Context: an optimization exercise on an open-source flow, tuned for small area. The choices shown serve that exercise and are no tape-out recipe.
Only simulation tests tie the RTL to the original design; equivalence was not proved.

==> v9 <==
==> flow/design.v (excerpt) <==
module register_file_sb #(
    parameter int DATA_WIDTH = 32,
    parameter int ADDR_WIDTH = 5,
    parameter int ZERO_REG   = 1,
    parameter int BYPASS     = 1
) (
    input  logic                  CLK,
    input  logic                  RST,
    input  logic [ADDR_WIDTH-1:0] A1,
    input  logic [ADDR_WIDTH-1:0] A2,
    output logic [DATA_WIDTH-1:0] RD1,
    output logic [DATA_WIDTH-1:0] RD2,
    input  logic                  WE3,
    input  logic [ADDR_WIDTH-1:0] A3,
    input  logic [DATA_WIDTH-1:0] WD3,
    input  logic                  RSV_EN,
    input  logic [ADDR_WIDTH-1:0] RSV_ADDR,
    output logic                  BUSY1,
    output logic                  BUSY2,
    input  logic                  CLR_REQ,
    output logic                  CLR_BUSY
);
==> module rf_nand, before the edit <==
module rf_nand #(
    parameter int N = 2
) (
    input  logic [N-1:0] x,
    output logic         y
);
    assign y = ~&x;
endmodule
==> module rf_sel, before the edit <==
module rf_sel #(
    parameter int N = 32
) (
    input  logic [N-1:0] d,
    input  logic [N-1:0] s,
    output logic         y
);
    localparam int G3 = N / 3;
    localparam int R  = N % 3;
    localparam int NG = G3 + ((R != 0) ? 1 : 0);
    logic [NG-1:0] g_n;
    genvar g;
    generate
        for (g = 0; g < G3; g++) begin : g_a3
            rf_aoi3 u (.a(d[3*g +: 3]), .b(s[3*g +: 3]), .y(g_n[g]));
        end
        if (R == 2) begin : g_r2
            rf_aoi2 u (.a(d[3*G3 +: 2]), .b(s[3*G3 +: 2]), .y(g_n[G3]));
        end else if (R == 1) begin : g_r1
            assign g_n[G3] = ~(d[3*G3] & s[3*G3]);
        end
    endgenerate
    rf_nand #(.N(NG)) u_or (.x(g_n), .y(y));
endmodule
==> module register_file_sb, before the edit <==
module register_file_sb #(
    parameter int DATA_WIDTH = 32,
    parameter int ADDR_WIDTH = 5,
    parameter int ZERO_REG   = 1,
    parameter int BYPASS     = 1
) (
    input  logic                  CLK,
    input  logic                  RST,
    input  logic [ADDR_WIDTH-1:0] A1,
    input  logic [ADDR_WIDTH-1:0] A2,
    output logic [DATA_WIDTH-1:0] RD1,
    output logic [DATA_WIDTH-1:0] RD2,
    input  logic                  WE3,
    input  logic [ADDR_WIDTH-1:0] A3,
    input  logic [DATA_WIDTH-1:0] WD3,
    input  logic                  RSV_EN,
    input  logic [ADDR_WIDTH-1:0] RSV_ADDR,
    output logic                  BUSY1,
    output logic                  BUSY2,
    input  logic                  CLR_REQ,
    output logic                  CLR_BUSY
);
    localparam int                    DEPTH = 2 ** ADDR_WIDTH;
    localparam int                    FIRST = (ZERO_REG != 0) ? 1 : 0;
    localparam int                    NENT  = DEPTH - FIRST;            
    localparam int                    NTERM = NENT + ((BYPASS != 0) ? 1 : 0);
    localparam logic [ADDR_WIDTH-1:0] LAST  = '1;
    logic                             clr_q;    
    logic [ADDR_WIDTH-1:0]            cnt;      
    logic [DEPTH-1:0][DATA_WIDTH-1:0] mem_q;
    logic [DEPTH-1:0]                 busy_q;
    logic idle, wr_ok, rsv_ok, flush, load_zero;
    logic [DATA_WIDTH-1:0] wd_next;
    logic byp1, byp2;
    logic [DEPTH-1:0] sel1, sel2;
    assign idle   = !clr_q;
    assign wr_ok  = idle && WE3;
    assign rsv_ok = idle && RSV_EN;
    assign flush  = idle && CLR_REQ;
    always_ff @(posedge CLK) begin
        if (RST) begin
            clr_q <= 1'b0;
            cnt   <= '0;
        end else if (clr_q) begin
            cnt <= cnt + ADDR_WIDTH'(1);
            if (cnt == LAST)
                clr_q <= 1'b0;
        end else if (CLR_REQ) begin
            clr_q <= 1'b1;
        end
    end
    assign CLR_BUSY = clr_q;
    assign load_zero = RST || clr_q;
    assign wd_next   = load_zero ? '0 : WD3;
    genvar i, b;
    generate
        for (i = 0; i < DEPTH; i++) begin : g_ent
            if (i < FIRST) begin : g_zero
                assign mem_q[i]  = '0;
                assign busy_q[i] = 1'b0;
            end else begin : g_reg
                logic wr_i, ld_i, ld_n_i;
                logic [DATA_WIDTH-1:0] nxt_i;
                assign wr_i   = wr_ok && (A3 == ADDR_WIDTH'(i));
                assign ld_i   = RST || (clr_q && (cnt == ADDR_WIDTH'(i))) || wr_i;
                assign ld_n_i = !ld_i;
                for (b = 0; b < DATA_WIDTH; b++) begin : g_bit
                    rf_ld u_ld (.ld(ld_i), .ld_n(ld_n_i), .d(wd_next[b]), .q(mem_q[i][b]),
                                .y(nxt_i[b]));
                end
                always_ff @(posedge CLK)
                    mem_q[i] <= nxt_i;
                always_ff @(posedge CLK) begin
                    if (RST || flush)
                        busy_q[i] <= 1'b0;
                    else if (rsv_ok && (RSV_ADDR == ADDR_WIDTH'(i)))
                        busy_q[i] <= 1'b1;
                    else if (wr_i)
                        busy_q[i] <= 1'b0;
                end
            end
        end
    endgenerate
    assign byp1 = (BYPASS != 0) && wr_ok && (A3 == A1) && !((ZERO_REG != 0) && (A1 == '0));
    assign byp2 = (BYPASS != 0) && wr_ok && (A3 == A2) && !((ZERO_REG != 0) && (A2 == '0));
    always_comb begin
        for (int k = 0; k < DEPTH; k++) begin
            sel1[k] = !byp1 && (A1 == ADDR_WIDTH'(k));
            sel2[k] = !byp2 && (A2 == ADDR_WIDTH'(k));
        end
    end
    logic [NTERM-1:0] s1, s2;
    generate
        if (BYPASS != 0) begin : g_bs
            assign s1 = {sel1[DEPTH-1:FIRST], byp1};
            assign s2 = {sel2[DEPTH-1:FIRST], byp2};
        end else begin : g_nbs
            assign s1 = sel1[DEPTH-1:FIRST];
            assign s2 = sel2[DEPTH-1:FIRST];
        end
        for (b = 0; b < DATA_WIDTH; b++) begin : g_rd
            logic [NTERM-1:0] d;
            always_comb begin
                for (int k = FIRST; k < DEPTH; k++)
                    d[NTERM - DEPTH + k] = mem_q[k][b];
                if (BYPASS != 0)
                    d[0] = WD3[b];
            end
            rf_sel #(.N(NTERM)) u_rd1 (.d(d), .s(s1), .y(RD1[b]));
            rf_sel #(.N(NTERM)) u_rd2 (.d(d), .s(s2), .y(RD2[b]));
        end
    endgenerate
    assign BUSY1 = idle && |(busy_q[DEPTH-1:FIRST] & sel1[DEPTH-1:FIRST]);
    assign BUSY2 = idle && |(busy_q[DEPTH-1:FIRST] & sel2[DEPTH-1:FIRST]);
endmodule
==> flow/config.mk <==
export PLATFORM = sky130hd
export DESIGN_NAME = register_file_sb
export DESIGN_NICKNAME = register_file_sb
export VERILOG_FILES = /design/flow/design.v
export SDC_FILE = /design/flow/constraint.sdc
export NUM_CORES = 4
export LEC_CHECK = 0
export CAP_MARGIN = 20
export CORE_MARGIN = 2
export CORE_UTILIZATION = 40
export PLACE_DENSITY = 0.6
export SLEW_MARGIN = 20
export SYNTH_HIERARCHICAL = 1
export SYNTH_MINIMUM_KEEP_SIZE = 0
==> flow/constraint.sdc <==
create_clock -name core_clock -period 7.0 [get_ports {CLK}]
set_input_delay 1.4000 -clock core_clock [delete_from_list [all_inputs] [get_ports {CLK}]]
set_output_delay 1.4000 -clock core_clock [all_outputs]
set_load 0.01 [all_outputs]
run.sh (not shown) runs the stock make flow with config.mk's settings and CLKGATE_MAP_FILE= SYNTH_SCRIPT=/design/flow/synth_recipe.tcl, a recipe that flattens the netlist after the stock synthesis.
==> inputs of v35, as changes to v9 <==
==> flow/design.v (replaced) <==
module rf_aoi3 (
    input  logic [2:0] a,
    input  logic [2:0] b,
    output logic       y
);
    assign y = ~|(a & b);
endmodule
module rf_aoi2 (
    input  logic [1:0] a,
    input  logic [1:0] b,
    output logic       y
);
    assign y = ~|(a & b);
endmodule
module rf_nand #(
    parameter int N = 4
) (
    input  logic [N-1:0] x,
    output logic         y
);
    assign y = ~&x;
endmodule
module rf_fin #(
    parameter int N = 3
) (
    input  logic [N-1:0] x,
    input  logic         byp,
    input  logic         byp_n,
    input  logic         wd,
    output logic         y
);
    assign y = (|x & byp_n) | (wd & byp);
endmodule
module rf_ld (
    input  logic ld,
    input  logic ld_n,
    input  logic d,
    input  logic q,
    output logic y
);
    assign y = (ld & d) | (ld_n & q);
endmodule
module rf_sel #(
    parameter int N = 31
) (
    input  logic [N-1:0] d,
    input  logic [N-1:0] s,
    input  logic         byp,
    input  logic         byp_n,
    input  logic         wd,
    output logic         y
);
    localparam int G3 = N / 3;                       
    localparam int R  = N % 3;                       
    localparam int NG = G3 + ((R != 0) ? 1 : 0);     
    localparam int NC = (NG + 3) / 4;                
    logic [NG-1:0] g_n;
    logic [NC-1:0] c;
    genvar g;
    generate
        for (g = 0; g < G3; g++) begin : g_a3
            rf_aoi3 u (.a(d[3*g +: 3]), .b(s[3*g +: 3]), .y(g_n[g]));
        end
        if (R == 2) begin : g_r2
            rf_aoi2 u (.a(d[3*G3 +: 2]), .b(s[3*G3 +: 2]), .y(g_n[G3]));
        end else if (R == 1) begin : g_r1
            rf_nand #(.N(2)) u (.x({d[3*G3], s[3*G3]}), .y(g_n[G3]));
        end
        for (g = 0; g < NC; g++) begin : g_c
            localparam int W = ((NG - 4*g) < 4) ? (NG - 4*g) : 4;
            rf_nand #(.N(W)) u (.x(g_n[4*g +: W]), .y(c[g]));
        end
    endgenerate
    rf_fin #(.N(NC)) u_fin (.x(c), .byp(byp), .byp_n(byp_n), .wd(wd), .y(y));
endmodule
module register_file_sb #(
    parameter int DATA_WIDTH = 32,
    parameter int ADDR_WIDTH = 5,
    parameter int ZERO_REG   = 1,
    parameter int BYPASS     = 1
) (
    input  logic                  CLK,
    input  logic                  RST,
    input  logic [ADDR_WIDTH-1:0] A1,
    input  logic [ADDR_WIDTH-1:0] A2,
    output logic [DATA_WIDTH-1:0] RD1,
    output logic [DATA_WIDTH-1:0] RD2,
    input  logic                  WE3,
    input  logic [ADDR_WIDTH-1:0] A3,
    input  logic [DATA_WIDTH-1:0] WD3,
    input  logic                  RSV_EN,
    input  logic [ADDR_WIDTH-1:0] RSV_ADDR,
    output logic                  BUSY1,
    output logic                  BUSY2,
    input  logic                  CLR_REQ,
    output logic                  CLR_BUSY
);
    localparam int                    DEPTH = 2 ** ADDR_WIDTH;
    localparam int                    FIRST = (ZERO_REG != 0) ? 1 : 0;
    localparam int                    NENT  = DEPTH - FIRST;            
    localparam logic [ADDR_WIDTH-1:0] LAST  = '1;
    localparam int                    LOW   = (ADDR_WIDTH + 1) / 2;
    localparam int                    NLO   = 2 ** LOW;
    localparam int                    NHI   = DEPTH / NLO;
    logic                             clr_q;    
    logic [ADDR_WIDTH-1:0]            cnt;      
    logic [DEPTH-1:0][DATA_WIDTH-1:0] mem_q;
    logic [DEPTH-1:0]                 busy_q;
    logic idle, wr_ok, keep, rsv_go, wa_go;
    logic [ADDR_WIDTH-1:0] wa;
    logic [DATA_WIDTH-1:0] wd_next;
    logic byp1, byp2;
    logic [NLO-1:0] ld_lo, rs_lo, s1_lo, s2_lo;
    logic [NHI-1:0] ld_hi, rs_hi, s1_hi, s2_hi;
    logic [DEPTH-1:0] sel1, sel2;
    assign idle  = !clr_q;
    assign wr_ok = idle && WE3;
    always_ff @(posedge CLK) begin
        if (RST) begin
            clr_q <= 1'b0;
            cnt   <= '0;
        end else if (clr_q) begin
            cnt <= cnt + ADDR_WIDTH'(1);
            if (cnt == LAST)
                clr_q <= 1'b0;
        end else if (CLR_REQ) begin
            clr_q <= 1'b1;
        end
    end
    assign CLR_BUSY = clr_q;
    assign wa      = clr_q ? cnt : A3;
    assign wa_go   = clr_q || WE3;
    assign wd_next = (RST || clr_q) ? '0 : WD3;
    assign keep   = !RST && !(idle && CLR_REQ);
    assign rsv_go = idle && RSV_EN && keep;
    assign byp1 = (BYPASS != 0) && wr_ok && (A3 == A1) && !((ZERO_REG != 0) && (A1 == '0));
    assign byp2 = (BYPASS != 0) && wr_ok && (A3 == A2) && !((ZERO_REG != 0) && (A2 == '0));
    always_comb begin
        for (int j = 0; j < NLO; j++) begin
            ld_lo[j] = RST || (wa_go && (wa[LOW-1:0] == LOW'(j)));
            rs_lo[j] = rsv_go && (RSV_ADDR[LOW-1:0] == LOW'(j));
            s1_lo[j] = (A1[LOW-1:0] == LOW'(j));
            s2_lo[j] = (A2[LOW-1:0] == LOW'(j));
        end
        for (int j = 0; j < NHI; j++) begin
            ld_hi[j] = RST || ((wa >> LOW) == ADDR_WIDTH'(j));
            rs_hi[j] = ((RSV_ADDR >> LOW) == ADDR_WIDTH'(j));
            s1_hi[j] = ((A1 >> LOW) == ADDR_WIDTH'(j));
            s2_hi[j] = ((A2 >> LOW) == ADDR_WIDTH'(j));
        end
        for (int k = 0; k < DEPTH; k++) begin
            sel1[k] = s1_lo[k % NLO] && s1_hi[k / NLO];
            sel2[k] = s2_lo[k % NLO] && s2_hi[k / NLO];
        end
    end
    genvar i, b;
    generate
        for (i = 0; i < DEPTH; i++) begin : g_ent
            if (i < FIRST) begin : g_zero
                assign mem_q[i]  = '0;
                assign busy_q[i] = 1'b0;
            end else begin : g_reg
                logic ld_i, ld_n_i;
                logic [DATA_WIDTH-1:0] nxt_i;
                assign ld_i   = ld_lo[i % NLO] && ld_hi[i / NLO];
                assign ld_n_i = !ld_i;
                for (b = 0; b < DATA_WIDTH; b++) begin : g_bit
                    rf_ld u_ld (.ld(ld_i), .ld_n(ld_n_i), .d(wd_next[b]), .q(mem_q[i][b]),
                                .y(nxt_i[b]));
                end
                always_ff @(posedge CLK)
                    mem_q[i] <= nxt_i;
                always_ff @(posedge CLK)
                    busy_q[i] <= (busy_q[i] && ld_n_i && keep) ||
                                 (rs_lo[i % NLO] && rs_hi[i / NLO]);
            end
        end
    endgenerate
    logic byp1_n, byp2_n;
    assign byp1_n = !byp1;
    assign byp2_n = !byp2;
    generate
        for (b = 0; b < DATA_WIDTH; b++) begin : g_rd
            logic [NENT-1:0] d;
            for (i = FIRST; i < DEPTH; i++) begin : g_d
                assign d[i - FIRST] = mem_q[i][b];
            end
            rf_sel #(.N(NENT)) u_rd1 (.d(d), .s(sel1[DEPTH-1:FIRST]), .byp(byp1), .byp_n(byp1_n),
                                      .wd(WD3[b]), .y(RD1[b]));
            rf_sel #(.N(NENT)) u_rd2 (.d(d), .s(sel2[DEPTH-1:FIRST]), .byp(byp2), .byp_n(byp2_n),
                                      .wd(WD3[b]), .y(RD2[b]));
        end
    endgenerate
    rf_sel #(.N(NENT)) u_bz1 (.d(busy_q[DEPTH-1:FIRST]), .s(sel1[DEPTH-1:FIRST]), .byp(byp1),
                              .byp_n(byp1_n), .wd(1'b0), .y(BUSY1));
    rf_sel #(.N(NENT)) u_bz2 (.d(busy_q[DEPTH-1:FIRST]), .s(sel2[DEPTH-1:FIRST]), .byp(byp2),
                              .byp_n(byp2_n), .wd(1'b0), .y(BUSY2));
endmodule
==> flow/flow/run.sh (new file) <==
#!/bin/bash
# The standard layout (standard.sh, standard synthesis included), with two knobs set:
#  * port buffers use the smallest buffer cell instead of the flow's default pick;
#  * clock tree synthesis uses clkbuf_16 with larger sink clusters and no dummy loads.
# The full make output goes to flow_make.log here; ORFS keeps each step's log under orfs/logs.
set -euo pipefail
export BUFFER_PORTS_ARGS="-buffer_cell sky130_fd_sc_hd__buf_1"
export CTS_ARGS="-sink_clustering_enable -repair_clock_nets -dont_use_dummy_load -buf_list sky130_fd_sc_hd__clkbuf_16 -sink_clustering_size 27 -sink_clustering_max_diameter 95"
bash standard.sh "BUFFER_PORTS_ARGS=$BUFFER_PORTS_ARGS" "CTS_ARGS=$CTS_ARGS" finish > flow_make.log 2>&1
==> flow/standard.sh (new file) <==
#!/bin/bash
# synth_recipe.tcl (not shown) runs the flow's synth.tcl, then flattens the netlist and writes it again
# the make line also repeats each setting of config.mk as NAME=value (left out here)
make -C /OpenROAD-flow-scripts/flow DESIGN_CONFIG=/design/flow/config.mk WORK_HOME=/design/flow/orfs CLKGATE_MAP_FILE= SYNTH_SCRIPT=/design/flow/synth_recipe.tcl "${@:-finish}"
removed: flow/run.sh
==> qor summary <==
quantity                                                                      v35                                v9
Outcome                                                  timing/DRC/antenna clean          finished with violations
Violated checks                                                                 -                      setup timing
Via count normalized by instance count                                       7.87                              7.83
Most repeated library cell on the critical path            sky130_fd_sc_hd__buf_1  sky130_fd_sc_hd__clkdlybuf4s50_1
Post-layout utilization of the core                                         45.5%                             49.7%
Proportion of synthesized chip area in sequential cells                     51.2%                             50.3%
Cell type taking the most area                             flip-flops and latches   multi-input combinational cells
Clock insertion delay at the later pin of the skew report                  670 ps                            730 ps
Final total negative setup slack                                             0 ps                          -83.1 ps
Share of cell area taken by flip-flops and latches                          45.3%                             40.8%
Die extent in x                                                            321 um                            324 um
DIE AREA                                                                0.103 mm2                         0.105 mm2
Clock tree buffer count of the final layout                                    45                               154
Violation count after the first detailed-route iteration                   10,400                            10,300
Number of global-route vias before repair                                  36,700                            38,800
Multi-input comb cells                                                      2,416                             2,427
Min-Delay Startpoint                                                    busy_q[2]                         mem_q[45]
Hold Path Depth                                                                 2                                 1
Number of vias after detailed routing                                      40,300                            42,400
Top layer reached by signal wires                                            met4                              met5
Floorplan Core Area                                                    0.0999 mm2                         0.102 mm2
Fraction of area in clock buffers and inverters                             2.48%                             7.32%
Worst-path clk slew                                                        110 ps                             60 ps
Area fraction of the dominant cell type after synthesis                     51.2%                             50.3%
Global placer's final weighted congestion                                   0.959                             0.935
Crit path setup slack, layout                                              909 ps                          -35.5 ps

## re-timing with driven ports
The results above use ideal ports. As a check the final layouts listed here were re-extracted and re-timed, cells and wires unchanged.
Step 1 assumes that a clkbuf_16 drives the clock port and a buf_2 every other input.
Step 2 times the ports against the registers' clock, not the clock port: input delays grow and output delays shrink by t, the midpoint of the rising clock arrivals with the driver on.
Three values: no drivers, after step 1, after step 2; two values: the first two.
run | t, ns | setup WS [ns] | worst hold slack (ns) | pins driven straight from the clock port
v9 | 0.779 | -0.036 / -0.061 / -0.061 | 0.496 / 0.496 / 0.496 | 1
v35 | 0.724 | 0.909 / 0.874 / 0.874 | 0.496 / 0.496 / 0.496 | 1
The setup slack of v35, which loses most, moves by -0.035 ns with the drivers and by -0.035 ns with both steps.
